This is an optimization exercise on Yosys and OpenROAD, whose aim is small area, not a production implementation.
The RTL was checked by simulation tests, not by an equivalence proof against the original design.

// efpga_test_top
module efpga_test_top (
  input  logic       CLK,
  input  logic       rst,
  input  logic       lint_req,
  input  logic       lint_wen,
  input  logic [19:0] lint_addr,
  input  logic [31:0] lint_wdata,
  input  logic [3:0]  lint_be,
  output logic       lint_gnt,
  output logic       lint_valid,
  output logic [31:0] lint_rdata,
  output logic [31:0] math_ctrl,
  output logic       math_clken,
  input  logic [31:0] math_result,
  output logic [31:0] gpio_out,
  output logic [31:0] gpio_oe,
  input  logic [31:0] gpio_in,
  output logic [11:0] ram_raddr,
  output logic [11:0] ram_waddr,
  output logic [31:0] ram_wdata,
  output logic       ram_we,
  output logic [31:0] ram_ctrl,
  input  logic [31:0] ram_rdata,
  output logic [56:0] tcdm,      
  output logic       tcdm_req,
  input  logic       tcdm_gnt,
  input  logic       tcdm_fmo,
  input  logic       tcdm_valid,
  input  logic [31:0] tcdm_rdata
);
  logic gnt_q, valid_q, rd1_q, rd2_q;
  logic accept, exec_wr;
  assign lint_gnt   = gnt_q;
  assign lint_valid = valid_q;
  assign accept  = lint_req && !gnt_q && !rd1_q && !rd2_q;
  assign exec_wr = gnt_q && !lint_wen;  
  always_ff @(posedge CLK) begin
    if (rst) begin
      gnt_q   <= 1'b0;
      valid_q <= 1'b0;
      rd1_q   <= 1'b0;
      rd2_q   <= 1'b0;
    end else begin
      gnt_q   <= (accept && !lint_wen) || rd2_q;
      rd1_q   <= accept && lint_wen;
      rd2_q   <= rd1_q;
      valid_q <= gnt_q;
    end
  end
  logic is_ram;
  logic a_cfg, a_math, a_ramc, a_clken, a_gout, a_goe, a_gin, a_tdata, a_mres, a_id;
  lint_decode i_lint_decode (
    .addr(lint_addr),
    .a_cfg(a_cfg), .a_math(a_math), .a_ramc(a_ramc), .a_clken(a_clken), .a_gout(a_gout),
    .a_goe(a_goe), .a_gin(a_gin), .a_tdata(a_tdata), .a_mres(a_mres), .a_id(a_id),
    .is_ram(is_ram)
  );
  logic        nrst, wr_ok;
  logic        w_cfg, w_ramc, w_gout, w_goe, w_tdata;
  logic [3:0]  am;
  logic [24:0] cfg_q;        
  logic [31:0] tcdm_wdata_q;
  logic [31:0] tcdm_result;
  logic        e_cfg, h_cfg, e_ramc, h_ramc, e_gout, h_gout, e_goe, h_goe;
  logic        e_tdata, h_tdata, e_tres, h_tres;
  logic [3:0]  e_math, h_math;
  assign nrst    = !rst;
  assign wr_ok   = exec_wr && !rst;
  assign w_cfg   = exec_wr && a_cfg;
  ...
For scale: roughly 0.011 mm^2 of cells after synthesis.
==> flow/config.mk <==
export PLATFORM = sky130hd
export DESIGN_NAME = efpga_test_top
export DESIGN_NICKNAME = efpga_test_top
export VERILOG_FILES = /design/flow/design.v
export SDC_FILE = /design/flow/constraint.sdc
export NUM_CORES = 4
export LEC_CHECK = 0
export CAP_MARGIN = 0
export CORE_MARGIN = 2
export CORE_UTILIZATION = 50
export SLEW_MARGIN = 0
export SYNTH_HIERARCHICAL = 1
export SYNTH_MINIMUM_KEEP_SIZE = 0
==> flow/constraint.sdc <==
create_clock -name core_clock -period 5.0 [get_ports {CLK}]
set_input_delay 1.0000 -clock core_clock [delete_from_list [all_inputs] [get_ports {CLK}]]
set_output_delay 1.0000 -clock core_clock [all_outputs]
set_load 0.01 [all_outputs]
standard.sh (not shown) runs the stock make flow with config.mk's settings and CLKGATE_MAP_FILE= SYNTH_SCRIPT=/design/flow/synth_recipe.tcl, a recipe that flattens the netlist after the stock synthesis.
==> flow/flow/run.sh <==
#!/bin/bash
# The standard layout (standard.sh) with these changes:
#  - after the standard synthesis, every combinational cell is swapped for the
#    smallest-area drive strength of the same function (downsize.py); the
#    resizer later upsizes or buffers whatever timing, slew or load needs
#  - port buffers use the smallest buffer (buf_1)
#  - a clock tree of clkbuf_8 with sink clusters of up to 15, no dummy loads
# Each step's output goes to a log file of its own in this folder.
set -euo pipefail
R=orfs/results/sky130hd/efpga_test_top/base
LIB=$FLOW_HOME/platforms/sky130hd/lib/sky130_fd_sc_hd__tt_025C_1v80.lib
KNOBS=(
  "BUFFER_PORTS_ARGS=-buffer_cell sky130_fd_sc_hd__buf_1"
  "CTS_ARGS=-sink_clustering_enable -repair_clock_nets -dont_use_dummy_load -sink_clustering_size 15 -sink_clustering_max_diameter 60 -buf_list {sky130_fd_sc_hd__clkbuf_8}"
)
bash standard.sh "${KNOBS[@]}" synth > flow_synth.log 2>&1
cp $R/1_2_yosys.v yosys_standard.v
python3 flow/downsize.py "$LIB" yosys_standard.v $R/1_2_yosys.v > flow_downsize.log 2>&1
bash standard.sh "${KNOBS[@]}" finish > flow_layout.log 2>&1
Other scripts of this flow, unchanged in this note and not shown: flow/flow/downsize.py
==> next run, changes <==
--- a/flow/flow/run.sh
+++ b/flow/flow/run.sh
@@ -12,4 +12,5 @@
 KNOBS=(
   "BUFFER_PORTS_ARGS=-buffer_cell sky130_fd_sc_hd__buf_1"
+  "REMOVE_ABC_BUFFERS=1"
   "CTS_ARGS=-sink_clustering_enable -repair_clock_nets -dont_use_dummy_load -sink_clustering_size 15 -sink_clustering_max_diameter 60 -buf_list {sky130_fd_sc_hd__clkbuf_8}"
 )
Settings changed: GPL_TIMING_DRIVEN from default to 0.
After rerunning:
- register-to-register slack got worse by 0.51 ns
- routed wire length is lower by 3.5%
- global-route usage went down by 1.5 points

static timing again, ports no longer ideal:
Ports are ideal in the flow. The routed layouts listed here were re-timed in OpenROAD.
Step 1, drivers: a clkbuf_16 drives CLK and a buf_2 each remaining input, both assumed.
Step 2 times the ports against the registers' clock, not the clock port: input delays grow and output delays shrink by t, the midpoint of the rising clock arrivals with the driver on.
a / b / c = no drivers / after step 1 / after step 2; a / b = the first two.
run | t, ns | slack for setup (ns) | worst slew at a driven data input, ns
the first run | 0.575 | 1.637 / 1.664 / 1.089 | 0.08
the second run | 0.591 | 1.142 / 1.164 / 0.573 | 0.09
After both steps every run listed still meets setup and hold. The setup slack of the second run, which loses most, moves by +0.022 ns with the drivers and by -0.569 ns with both steps.
